This is an optimization exercise on Yosys and OpenROAD, whose aim is small area and a short achievable clock period, not a production implementation.
Function was checked by simulation only, so behaviour that the tests miss may differ from the original.
No activity file was given, so power comes from the tool's default toggle rates.

==> flow/config.mk <==
export PLATFORM = sky130hd
export DESIGN_NAME = core_complex_fabric
export DESIGN_NICKNAME = core_complex_fabric
export VERILOG_FILES = /design/flow/design.v
export SDC_FILE = /design/flow/constraint.sdc
export NUM_CORES = 4
export LEC_CHECK = 0
export CAP_MARGIN = 20
export CORE_MARGIN = 2
export CORE_UTILIZATION = 40
export SLEW_MARGIN = 20
==> flow/run.sh <==
#!/bin/bash
# synth_recipe.tcl (not shown) runs the flow's synth.tcl, then flattens the netlist and writes it again
# the make line also repeats each setting of config.mk as NAME=value (left out here)
make -C /OpenROAD-flow-scripts/flow DESIGN_CONFIG=/design/flow/config.mk WORK_HOME=/design/flow/orfs CLKGATE_MAP_FILE= SYNTH_SCRIPT=/design/flow/synth_recipe.tcl finish
==> flow/constraint.sdc <==
create_clock -name core_clock -period 6.0 [get_ports {clk_i}]
set_input_delay 1.2000 -clock core_clock [delete_from_list [all_inputs] [get_ports {clk_i}]]
set_output_delay 1.2000 -clock core_clock [all_outputs]
set_load 0.01 [all_outputs]
==> flow/design.v <==
`default_nettype none
package offload_pkg;
  typedef logic [31:0] data_t;
  typedef logic [31:0] addr_t;
  typedef logic [4:0]  acc_id_t;
  typedef logic [1:0]  acc_target_t;
  typedef logic [3:0]  strb_t;
  typedef logic [11:0] ssr_word_t;
  localparam acc_target_t TARGET_FPU  = 2'd0;
  localparam acc_target_t TARGET_HIVE = 2'd1;
  localparam acc_target_t TARGET_SSR  = 2'd2;
  localparam int unsigned NUM_TARGETS = 3;
  localparam int unsigned TGT_IDX_W   = $clog2(NUM_TARGETS);
  localparam int unsigned NUM_SSRS      = 3;
  localparam int unsigned NUM_SSR_REGS  = 8;
  localparam int unsigned SSR_DM_SEL_W  = $clog2(NUM_SSRS);
  localparam int unsigned SSR_REG_SEL_W = $clog2(NUM_SSR_REGS);
  localparam logic [31:0] SCFG_MASK    = 32'h0000_707f;
  localparam logic [31:0] SCFGRI_MATCH = 32'h0000_102b;
  localparam logic [31:0] SCFGWI_MATCH = 32'h0000_202b;
  localparam logic [31:0] SCFGR_MATCH  = 32'h0000_502b;
  localparam logic [31:0] SCFGW_MATCH  = 32'h0000_602b;
  localparam int unsigned TCDM_ADDR_WIDTH = 17;
  localparam addr_t       TCDM_MASK       = {32{1'b1}} << TCDM_ADDR_WIDTH;
  localparam int unsigned MEM_RSP_DEPTH   = 4;
  localparam int unsigned MEM_PTR_W       = $clog2(MEM_RSP_DEPTH);
  typedef struct packed {
    acc_target_t target;
    acc_id_t     id;
    data_t       data_op;
    data_t       data_arga;
    data_t       data_argb;
    data_t       data_argc;
  } acc_req_t;
  typedef struct packed {
    acc_id_t id;
    data_t   data;
    logic    error;
  } acc_rsp_t;
  localparam int unsigned ACC_RSP_W = 5 + 32 + 1;
  typedef struct packed {
    addr_t addr;
    data_t wdata;
    logic  write;
    strb_t strb;
  } mem_req_t;
  typedef struct packed {
    data_t rdata;
    logic  error;
  } mem_rsp_t;
  typedef enum logic {
    MEM_SOC  = 1'b0,
    MEM_TCDM = 1'b1
  } mem_port_t;
endpackage
`default_nettype wire
`timescale 1ns/1ps
`default_nettype none
module offload_req_stage
(
  input  logic                   clk_i,
  input  logic                   rst_ni,
  input  offload_pkg::acc_req_t               acc_req_i,
  input  logic                   acc_valid_i,
  output logic                   acc_ready_o,
  output offload_pkg::acc_req_t               tgt_req_o,
  output logic [offload_pkg::NUM_TARGETS-1:0] tgt_valid_o,
  input  logic [offload_pkg::NUM_TARGETS-1:0] tgt_ready_i
);
  offload_pkg::acc_req_t             a_data_q, b_data_q;
  logic                 a_full_q, b_full_q;
  logic                 a_fill, a_drain, b_fill, b_drain;
  logic                 out_valid, out_ready;
  logic [offload_pkg::TGT_IDX_W-1:0] tgt_idx;
  assign acc_ready_o = ~a_full_q | ~b_full_q;
  assign a_fill      = acc_valid_i & acc_ready_o;
  assign a_drain     = a_full_q & ~b_full_q;
  assign b_fill      = a_drain & ~out_ready;
  assign b_drain     = b_full_q & out_ready;
  always_ff @(posedge clk_i) begin
    if (rst_ni) begin
      a_full_q <= 1'b0;
      b_full_q <= 1'b0;
    end else begin
      if (a_fill || a_drain) begin
        a_full_q <= a_fill;
      end
      if (b_fill || b_drain) begin
        b_full_q <= b_fill;
      end
    end
  end
  always_ff @(posedge clk_i) begin
    if (a_fill) begin
      a_data_q <= acc_req_i;
    end
    if (b_fill) begin
      b_data_q <= a_data_q;
    end
  end
  assign out_valid = a_full_q | b_full_q;
  assign tgt_req_o = b_full_q ? b_data_q : a_data_q;
  always_comb begin
    case (tgt_req_o.target)
      offload_pkg::TARGET_HIVE: tgt_idx = offload_pkg::TGT_IDX_W'(1);
      offload_pkg::TARGET_SSR:  tgt_idx = offload_pkg::TGT_IDX_W'(2);
      default:     tgt_idx = offload_pkg::TGT_IDX_W'(0);
    endcase
  end
  always_comb begin
    for (int unsigned i = 0; i < offload_pkg::NUM_TARGETS; i++) begin
      tgt_valid_o[i] = out_valid && (tgt_idx == i);
    end
  end
  assign out_ready = tgt_ready_i[tgt_idx];
endmodule
`default_nettype wire
`timescale 1ns/1ps
`default_nettype none
module ssr_cfg_unit
(
  input  logic     clk_i,
  input  logic     rst_ni,
  input  offload_pkg::acc_req_t req_i,
  input  logic     valid_i,
  output logic     ready_o,
  output offload_pkg::acc_rsp_t rsp_o,
  output logic     rsp_valid_o,
  input  logic     rsp_ready_i
);
  logic [offload_pkg::NUM_SSRS*offload_pkg::NUM_SSR_REGS-1:0][31:0] cfg_q;
  logic [4:0]  cfg_idx;
  offload_pkg::acc_rsp_t    rsp_q;
  logic        rsp_valid_q;
  logic        is_rd_imm, is_wr_imm, is_rd_reg, is_wr_reg;
  logic        is_write;
  logic [11:0] cfg_addr;
  offload_pkg::ssr_word_t   cfg_word;
  logic [4:0]  word_dm;
  logic [6:0]  word_reg;
  logic        in_range;
  offload_pkg::data_t       rdata;
  logic        req_hs;
  assign is_rd_imm = (req_i.data_op & offload_pkg::SCFG_MASK) == offload_pkg::SCFGRI_MATCH;
  assign is_wr_imm = (req_i.data_op & offload_pkg::SCFG_MASK) == offload_pkg::SCFGWI_MATCH;
  assign is_rd_reg = (req_i.data_op & offload_pkg::SCFG_MASK) == offload_pkg::SCFGR_MATCH;
  assign is_wr_reg = (req_i.data_op & offload_pkg::SCFG_MASK) == offload_pkg::SCFGW_MATCH;
  assign is_write  = is_wr_imm | is_wr_reg;
  always_comb begin
    if (is_rd_imm || is_wr_imm) begin
      cfg_addr = req_i.data_op[31:20];
    end else if (is_rd_reg || is_wr_reg) begin
      cfg_addr = req_i.data_argb[11:0];
    end else begin
      cfg_addr = '0;
    end
  end
  assign cfg_word = {cfg_addr[4:0], cfg_addr[11:5]};
  assign word_dm  = cfg_word[11:7];
  assign word_reg = cfg_word[6:0];
  assign cfg_idx  = {word_dm[offload_pkg::SSR_DM_SEL_W-1:0], word_reg[offload_pkg::SSR_REG_SEL_W-1:0]};
  assign in_range = (word_dm < offload_pkg::NUM_SSRS) && (word_reg < offload_pkg::NUM_SSR_REGS);
  assign rdata = in_range ?
      cfg_q[cfg_idx] : '0;
  assign ready_o = ~rsp_valid_q | rsp_ready_i;
  assign req_hs  = valid_i & ready_o;
  always_ff @(posedge clk_i) begin
    if (rst_ni) begin
      cfg_q <= '0;
    end else begin
      for (int unsigned w = 0; w < offload_pkg::NUM_SSRS*offload_pkg::NUM_SSR_REGS; w++) begin
        if (req_hs && is_write && in_range && (cfg_idx == w)) begin
          cfg_q[w] <= req_i.data_arga[31:0];
        end
      end
    end
  end
  always_ff @(posedge clk_i) begin
    if (rst_ni) begin
      rsp_valid_q <= 1'b0;
    end else if (req_hs) begin
      rsp_valid_q <= 1'b1;
    end else if (rsp_ready_i) begin
      rsp_valid_q <= 1'b0;
    end
  end
  always_ff @(posedge clk_i) begin
    if (req_hs) begin
      rsp_q.id    <= is_write ? offload_pkg::acc_id_t'(0) : req_i.id;
      rsp_q.data  <= rdata;
      rsp_q.error <= 1'b0;
    end
  end
  assign rsp_o       = rsp_q;
  assign rsp_valid_o = rsp_valid_q;
endmodule
`default_nettype wire
`timescale 1ns/1ps
`default_nettype none
module offload_rsp_arbiter
(
  input  logic                              clk_i,
  input  logic                              rst_ni,
  input  logic [offload_pkg::NUM_TARGETS*offload_pkg::ACC_RSP_W-1:0] src_rsp_i,
  input  logic     [offload_pkg::NUM_TARGETS-1:0]        src_valid_i,
  output logic     [offload_pkg::NUM_TARGETS-1:0]        src_ready_o,
  output offload_pkg::acc_rsp_t                          rsp_o,
  output logic                              rsp_valid_o,
  input  logic                              rsp_ready_i
);
  offload_pkg::acc_rsp_t               rsp_q;
  logic                   rsp_valid_q;
  logic [offload_pkg::TGT_IDX_W-1:0]   last_q, gnt_idx;
  logic [offload_pkg::NUM_TARGETS-1:0] gnt;
  logic                   any_gnt;
  logic                   load_en;
  assign load_en = ~rsp_valid_q | rsp_ready_i;
  always_comb begin
    int unsigned idx;
    gnt     = '0;
    gnt_idx = last_q;
    any_gnt = 1'b0;
    for (int unsigned k = 1; k <= offload_pkg::NUM_TARGETS; k++) begin
      idx = (last_q + k) % offload_pkg::NUM_TARGETS;
      if (!any_gnt && src_valid_i[idx]) begin
        any_gnt  = 1'b1;
        gnt_idx  = idx[offload_pkg::TGT_IDX_W-1:0];
        gnt[idx] = 1'b1;
      end
    end
  end
  assign src_ready_o = gnt & {offload_pkg::NUM_TARGETS{load_en}};
  always_ff @(posedge clk_i) begin
    if (rst_ni) begin
      rsp_valid_q <= 1'b0;
      last_q      <= offload_pkg::TGT_IDX_W'(offload_pkg::NUM_TARGETS - 1);
    end else if (load_en) begin
      rsp_valid_q <= any_gnt;
      if (any_gnt) begin
        last_q <= gnt_idx;
      end
    end
  end
  always_ff @(posedge clk_i) begin
    if (load_en && any_gnt) begin
      rsp_q <= src_rsp_i[gnt_idx*offload_pkg::ACC_RSP_W +: offload_pkg::ACC_RSP_W];
    end
  end
  assign rsp_o       = rsp_q;
  assign rsp_valid_o = rsp_valid_q;
endmodule
`default_nettype wire
`timescale 1ns/1ps
`default_nettype none
module mem_route
(
  input  logic     clk_i,
  input  logic     rst_ni,
  input  offload_pkg::addr_t    tcdm_base_i,
  input  offload_pkg::mem_req_t core_req_i,
  input  logic     core_valid_i,
  output logic     core_ready_o,
  output offload_pkg::mem_rsp_t core_rsp_o,
  output logic     core_rsp_valid_o,
  output offload_pkg::mem_req_t tcdm_req_o,
  output logic     tcdm_valid_o,
  input  logic     tcdm_ready_i,
  input  offload_pkg::mem_rsp_t tcdm_rsp_i,
  input  logic     tcdm_rsp_valid_i,
  output logic     tcdm_rsp_ready_o,
  output offload_pkg::mem_req_t soc_req_o,
  output logic     soc_valid_o,
  input  logic     soc_ready_i,
  input  offload_pkg::mem_rsp_t soc_rsp_i,
  input  logic     soc_rsp_valid_i,
  output logic     soc_rsp_ready_o
);
  logic                              fifo_q [offload_pkg::MEM_RSP_DEPTH];
  logic [offload_pkg::MEM_PTR_W-1:0] wr_ptr_q, rd_ptr_q;
  logic [offload_pkg::MEM_PTR_W:0]   count_q;
  logic                 fifo_full, fifo_empty;
  logic                 is_tcdm;
  logic                 push, pop;
  logic                              head_port;
  assign is_tcdm = (core_req_i.addr & offload_pkg::TCDM_MASK) == (tcdm_base_i & offload_pkg::TCDM_MASK);
  assign tcdm_req_o   = core_req_i;
  assign soc_req_o    = core_req_i;
  assign tcdm_valid_o = core_valid_i & ~fifo_full & is_tcdm;
  assign soc_valid_o  = core_valid_i & ~fifo_full & ~is_tcdm;
  assign core_ready_o = ~fifo_full & (is_tcdm ? tcdm_ready_i : soc_ready_i);
  assign push         = core_valid_i & core_ready_o;
  assign fifo_full  = count_q == (offload_pkg::MEM_PTR_W + 1)'(offload_pkg::MEM_RSP_DEPTH);
  assign fifo_empty = count_q == '0;
  assign head_port  = fifo_q[rd_ptr_q];
  assign tcdm_rsp_ready_o = ~fifo_empty & (head_port == offload_pkg::MEM_TCDM);
  assign soc_rsp_ready_o  = ~fifo_empty & (head_port == offload_pkg::MEM_SOC);
  assign core_rsp_valid_o = (tcdm_rsp_valid_i & tcdm_rsp_ready_o) |
                            (soc_rsp_valid_i & soc_rsp_ready_o);
  assign core_rsp_o       = (head_port == offload_pkg::MEM_TCDM) ? tcdm_rsp_i : soc_rsp_i;
  assign pop              = core_rsp_valid_o;
  always_ff @(posedge clk_i) begin
    if (rst_ni) begin
      wr_ptr_q <= '0;
      rd_ptr_q <= '0;
      count_q  <= '0;
    end else begin
      if (push) begin
        wr_ptr_q <= wr_ptr_q + 1'b1;
      end
      if (pop) begin
        rd_ptr_q <= rd_ptr_q + 1'b1;
      end
      case ({push, pop})
        2'b10:   count_q <= count_q + 1'b1;
        2'b01:   count_q <= count_q - 1'b1;
        default: count_q <= count_q;
      endcase
    end
  end
  always_ff @(posedge clk_i) begin
    if (push) begin
      fifo_q[wr_ptr_q] <= is_tcdm ? offload_pkg::MEM_TCDM : offload_pkg::MEM_SOC;
    end
  end
endmodule
`default_nettype wire
`timescale 1ns/1ps
`default_nettype none
module core_complex_fabric
(
  input  logic     clk_i,
  input  logic     rst_ni,
  input  offload_pkg::acc_req_t acc_req_i,
  input  logic     acc_valid_i,
  output logic     acc_ready_o,
  output offload_pkg::acc_rsp_t acc_rsp_o,
  output logic     acc_rsp_valid_o,
  input  logic     acc_rsp_ready_i,
  output offload_pkg::acc_req_t fpu_req_o,
  output logic     fpu_valid_o,
  input  logic     fpu_ready_i,
  input  offload_pkg::acc_rsp_t fpu_rsp_i,
  input  logic     fpu_rsp_valid_i,
  output logic     fpu_rsp_ready_o,
  output offload_pkg::acc_req_t hive_req_o,
  output logic     hive_valid_o,
  input  logic     hive_ready_i,
  input  offload_pkg::acc_rsp_t hive_rsp_i,
  input  logic     hive_rsp_valid_i,
  output logic     hive_rsp_ready_o,
  input  offload_pkg::addr_t    tcdm_base_i,
  input  offload_pkg::mem_req_t core_req_i,
  input  logic     core_valid_i,
  output logic     core_ready_o,
  output offload_pkg::mem_rsp_t core_rsp_o,
  output logic     core_rsp_valid_o,
  output offload_pkg::mem_req_t tcdm_req_o,
  output logic     tcdm_valid_o,
  input  logic     tcdm_ready_i,
  input  offload_pkg::mem_rsp_t tcdm_rsp_i,
  input  logic     tcdm_rsp_valid_i,
  output logic     tcdm_rsp_ready_o,
  output offload_pkg::mem_req_t soc_req_o,
  output logic     soc_valid_o,
  input  logic     soc_ready_i,
  input  offload_pkg::mem_rsp_t soc_rsp_i,
  input  logic     soc_rsp_valid_i,
  output logic     soc_rsp_ready_o
);
  offload_pkg::acc_req_t                   tgt_req;
  logic     [offload_pkg::NUM_TARGETS-1:0] tgt_valid, tgt_ready;
  offload_pkg::acc_rsp_t                   ssr_rsp;
  logic                       ssr_rsp_valid;
  logic [offload_pkg::NUM_TARGETS*offload_pkg::ACC_RSP_W-1:0] src_rsp;
  logic     [offload_pkg::NUM_TARGETS-1:0] src_valid, src_ready;
  offload_req_stage i_offload_req_stage (
    .clk_i       (clk_i),
    .rst_ni      (rst_ni),
    .acc_req_i   (acc_req_i),
    .acc_valid_i (acc_valid_i),
    .acc_ready_o (acc_ready_o),
    .tgt_req_o   (tgt_req),
    .tgt_valid_o (tgt_valid),
    .tgt_ready_i (tgt_ready)
  );
  assign fpu_req_o    = tgt_req;
  assign hive_req_o   = tgt_req;
  assign fpu_valid_o  = tgt_valid[offload_pkg::TARGET_FPU];
  assign hive_valid_o = tgt_valid[offload_pkg::TARGET_HIVE];
  assign tgt_ready[offload_pkg::TARGET_FPU]  = fpu_ready_i;
  assign tgt_ready[offload_pkg::TARGET_HIVE] = hive_ready_i;
  ssr_cfg_unit i_ssr_cfg_unit (
    .clk_i       (clk_i),
    .rst_ni      (rst_ni),
    .req_i       (tgt_req),
    .valid_i     (tgt_valid[offload_pkg::TARGET_SSR]),
    .ready_o     (tgt_ready[offload_pkg::TARGET_SSR]),
    .rsp_o       (ssr_rsp),
    .rsp_valid_o (ssr_rsp_valid),
    .rsp_ready_i (src_ready[offload_pkg::TARGET_SSR])
  );
  assign src_rsp   = {ssr_rsp, hive_rsp_i, fpu_rsp_i};
  assign src_valid = {ssr_rsp_valid, hive_rsp_valid_i, fpu_rsp_valid_i};
  assign fpu_rsp_ready_o  = src_ready[offload_pkg::TARGET_FPU];
  assign hive_rsp_ready_o = src_ready[offload_pkg::TARGET_HIVE];
  offload_rsp_arbiter i_offload_rsp_arbiter (
    .clk_i       (clk_i),
    .rst_ni      (rst_ni),
    .src_rsp_i   (src_rsp),
    .src_valid_i (src_valid),
    .src_ready_o (src_ready),
    .rsp_o       (acc_rsp_o),
    .rsp_valid_o (acc_rsp_valid_o),
    .rsp_ready_i (acc_rsp_ready_i)
  );
  mem_route i_mem_route (
    .clk_i            (clk_i),
    .rst_ni           (rst_ni),
    .tcdm_base_i      (tcdm_base_i),
    .core_req_i       (core_req_i),
    .core_valid_i     (core_valid_i),
    .core_ready_o     (core_ready_o),
    .core_rsp_o       (core_rsp_o),
    .core_rsp_valid_o (core_rsp_valid_o),
    .tcdm_req_o       (tcdm_req_o),
    .tcdm_valid_o     (tcdm_valid_o),
    .tcdm_ready_i     (tcdm_ready_i),
    .tcdm_rsp_i       (tcdm_rsp_i),
    .tcdm_rsp_valid_i (tcdm_rsp_valid_i),
    .tcdm_rsp_ready_o (tcdm_rsp_ready_o),
    .soc_req_o        (soc_req_o),
    .soc_valid_o      (soc_valid_o),
    .soc_ready_i      (soc_ready_i),
    .soc_rsp_i        (soc_rsp_i),
    .soc_rsp_valid_i  (soc_rsp_valid_i),
    .soc_rsp_ready_o  (soc_rsp_ready_o)
  );
endmodule
`default_nettype wire
==> out/results.tsv <==
metric	value	unit
status	timing/DRC/antenna clean	
die_area	128400	sq um
drc_errors	0	
fin_cells	7344	
syn-instance-count	5263	
cp.arrival	4.40	ns
path_buf_inv	3	
post-cts-setup-buffers	0	
finalCritPeriodShare	93.34	%
path_clk_slew	0.06	ns
io_buffer_count	702	
drt_first_pass_iters	6	
setup-violations-final	0	
p_sw	5570	uW
finalHoldViolCount	0	
grtUsageTotal	29.20	%
die_height	358.3	microns
p_total	20160	uW
vias	40670	
critPathKind	flip-flop to output port	
switching_share	27.63	%
rsz0062_at_grt	no	
start_util	40.45	%
rows	129	
hpwl	133600	microns
io_pins	882	
synth_top_area_share	31.22	%
maxCapViolations	0	
grt_pass1_wl	271900	microns
area_growth	22.44	%
cts.repair.resized	0	
max-vdd-ir-drop	0.3368	mV
syn_area	50200	sq um
crit_slowest_cell	mux2i_1	
critPathMaxStageDelay	0.96	ns
die_w	358.3	microns
htree_levels	3	
tns	0	ns
wl_per_cell	26.50	microns
power_frac_seq	42.1	%
clock_path_buffers	3	
wl	194600	microns
worstSetupEndpointType	output port	
synth_area_leaders	dfxtp_1 31%, edfxtp_1 21%, a211oi_1 6.9%, mux2i_1 6.8%, nand2_1 6.0%	
max_freq	178.6	MHz
seq_area_frac_synth	52.10	%
ctsHoldBuffers	0	
cts_sinks	1132	
via_per_inst	5.538	
globalplace.congestion	0.9261	
drtIter0Drc	4165	
numCtsBuffers	117	
syn_nets	5671	
antenna_left	0	
internal_power	14590	uW
crit_chain	buf_12 > mux2i_1 > inv_1 > clkdlybuf4s50_1	
clk_latency	0.75	ns
cp_max_fo	99	
yosys_warnings	4	
slew_violations	0	
place_area	57200	sq um
power_frac_comb	19.4	%
synth-seq-cells	1132	
dpl.cell_count	7068	
synth_edf_count	349	
hold_class	flip-flop to flip-flop	
antenna_found_initial	28	
synth_flop_cell	dfxtp_1	
postLayoutCellArea	61470	sq um
grt_max_degree	125	
layout-drive-gt1-share	10.49	%
yosysTopAreaCell	dfxtp_1	
layout.nets	5958	
tightest_slew	1.291	ns
cp_top_family	buffers and inverters	
core_area	124100	sq um
cts_root_buffer	clkbuf_16	
syn_avg_cell_area	9.538	sq um
powerDensity	328.0	nW/um^2
pwr-share-clk	38.5	%
cts_tree	built	
period_needed	5.601	ns
worst_ep_required_time	4.80	ns
async_flop_share	0	%
setup.worst_path.start_class	flip-flop	
slew-limit-headroom	11.44	%
final.setup_skew	0.03227	ns
grt_pass1_vias	37700	
p_leak	0.02107	uW
grt.overflow.total	0	
synth_cell_types	77	
-- stage by stage --
| stage | setup slack [ns] | util, % | hold slack (ns) |
|---|---|---|---|
| after CTS | 0.5888 | 49.41 | 0.4370 |
| final | 0.3995 | 49.52 | 0.4353 |
| after detailed placement | 0.9903 | 46.08 | 0.4307 |
| after floorplan | -0.6569 | - | 0.4222 |
| after global placement | 0.9908 | 46.06 | 0.4239 |
| after global routing | 0.4961 | 49.52 | 0.4476 |
-- flip-flops by register name (all words and copies together), names as in the netlist, named ones only --
signal / flops
i_ssr_cfg_unit.cfg_q: 768
i_offload_rsp_arbiter.rsp_q: 38
i_offload_rsp_arbiter.last_q: 2
i_ssr_cfg_unit.rsp_valid_q: 1
i_offload_req_stage.b_data_q: 135
i_mem_route.rd_ptr_q: 2
i_offload_req_stage.b_full_q: 1
i_offload_req_stage.a_full_q: 1
i_offload_req_stage.a_data_q: 135
i_mem_route.wr_ptr_q: 2
i_mem_route.count_q: 3
i_offload_rsp_arbiter.rsp_valid_q: 1
i_mem_route.fifo_q: 4
i_ssr_cfg_unit.rsp_q: 37
-- path summary, 6_finish.rpt --
check	startpoint	end	slack [ns]	cells after the start
setup reg to reg	i_offload_req_stage.b_full_q$_SDFFE_PP0P_	i_ssr_cfg_unit.rsp_q[4]$_SDFFCE_PN0P_	1.14	10
hold reg to reg	i_offload_req_stage.a_data_q[58]$_DFFE_PP_	i_offload_req_stage.b_data_q[58]$_DFFE_PP_	0.44	0
hold / removal	i_offload_req_stage.a_data_q[58]$_DFFE_PP_	i_offload_req_stage.b_data_q[58]$_DFFE_PP_	0.44	0
setup / recovery	i_offload_req_stage.b_full_q$_SDFFE_PP0P_	hive_req_o[79]	0.40	4
-- cell usage after synthesis (all sizes together), types with 4 or more instances --
cell type and instances:
o41ai 9, o211a 4, a221oi 29, o21ai 47, xnor2 18, a21boi 5, o22ai 29, a21oi 297
buf 448, and3 6, nand3 92, and2 5, nor2b 5, o221ai 8, nor3 33, nor2 769
nor4b 4, mux2 140, and4 5, nand4 26, inv 51, a22oi 5, nor3b 4, a32oi 12
a211oi 460, o211ai 5, clkbuf 280, mux2i 342, o2bb2ai 37, dfxtp 783, a311oi 4, nor4 33
edfxtp 349, a31oi 64, nand2 808, ha 16
-- worst reg2reg max path: stages (launching register included) --
cell and delay, ns:
dfxtp_4 0.68, mux2i_4 0.35, buf_4 0.27, mux2_2 0.48
and2_4 0.22, and2_1 0.27, nand2_1 0.56, buf_4 0.40
o22ai_1 0.17, nor4_1 0.75, a221oi_1 0.36
-- power groups by stage --
stage | Combinational [uW] | Sequential (uW) | Clock (uW)
5_1_grt | 4120 | 8520 | 8150
4_1_cts | 3910 | 8500 | 7850
2_1_floorplan | 2140 | 8730 | 0
3_3_place_gp | 3840 | 8660 | 0
3_5_place_dp | 3900 | 8660 | 0
6_report | 3910 | 8490 | 7760
-- cell families (layout without fill, tap and decap cells) --
kind of cell / Yosys count / in the layout / share of synthesized area (%)
and+or+nand+nor: 1803 / 1803 / 14.81
DFF: 1132 / 1132 / 52.10
AOI/OAI and AO/OA: 1028 / 1028 / 13.78
buffers and inverters: 779 / 1170 / 8.399
muxes: 483 / 483 / 10.08
xor gates and xnor gates: 21 / 21 / 0.3813
adders and majority gates: 17 / 17 / 0.4387
other: 0 / 53 / 0
-- cell usage in the layout (no fill, tap or decap), drive strengths merged, types with 6 or more instances in the layout --
cell type | synthesis | final
a31oi | 64 | 64
mux2 | 140 | 140
edfxtp | 349 | 349
nor3 | 33 | 33
clkbuf | 280 | 176
mux2i | 342 | 342
xnor2 | 18 | 18
buf | 448 | 195
and3 | 6 | 6
o221ai | 8 | 8
clkinv | 0 | 31
bufinv | 0 | 11
o2bb2ai | 37 | 37
inv | 51 | 54
nand4 | 26 | 26
nor4 | 33 | 33
a211oi | 460 | 460
diode | 0 | 53
o41ai | 9 | 9
clkdlybuf4s50 | 0 | 701
a32oi | 12 | 12
dfxtp | 783 | 783
nand2 | 808 | 808
a221oi | 29 | 29
nand3 | 92 | 92
o21ai | 47 | 47
a21oi | 297 | 297
ha | 16 | 16
nor2 | 769 | 769
o22ai | 29 | 29
-- cell type report --
type                       count  area [sq um]
fill                       11600         62650
inverter                      51         191.4
tap                         1637          2048
sequential                  1132         26160
clock inverter                47         583.1
clock buffer                 176          3545
multi-input combinational   3352         20000
timing repair buffer         896          8813
antenna                       53         132.6
-- per-layer routing --
layer	wire (microns)	GRT usage [%]	part of all wire, %
met4	16230	22.68	8.3
met2	88250	45.16	45
met1	74840	35.85	38
met3	15290	5.680	7.9
met5	23	0	0.012

==> port drivers added, routing unchanged <==
Ports are ideal in the flow. The routed layout listed here was re-timed in OpenROAD. Step 1: set_driving_cell puts a clkbuf_16 on clk_i and a buf_2 on each other input, an assumption about the parent block. Step 2 moves the port delays by t, midway between the first and last clock arrival at a register: inputs arrive t later, outputs are due t later. That takes back most of the time a late clock gives input paths. a / b / c = no drivers / after step 1 / after step 2; a / b = the first two.
t (ns): 0.815
setup slack, ns: 0.399 / 0.322 / 0.910
worst hold slack (ns): 0.435 / 0.435 / 0.435
latest minus earliest clock arrival (ns): 0.032 / 0.032
worst register clock-pin slew, ns: 0.07 / 0.07
After both steps setup and hold are still met in this run. For this run, drivers alone change the setup slack by -0.077 ns; drivers and shift together by +0.511 ns.
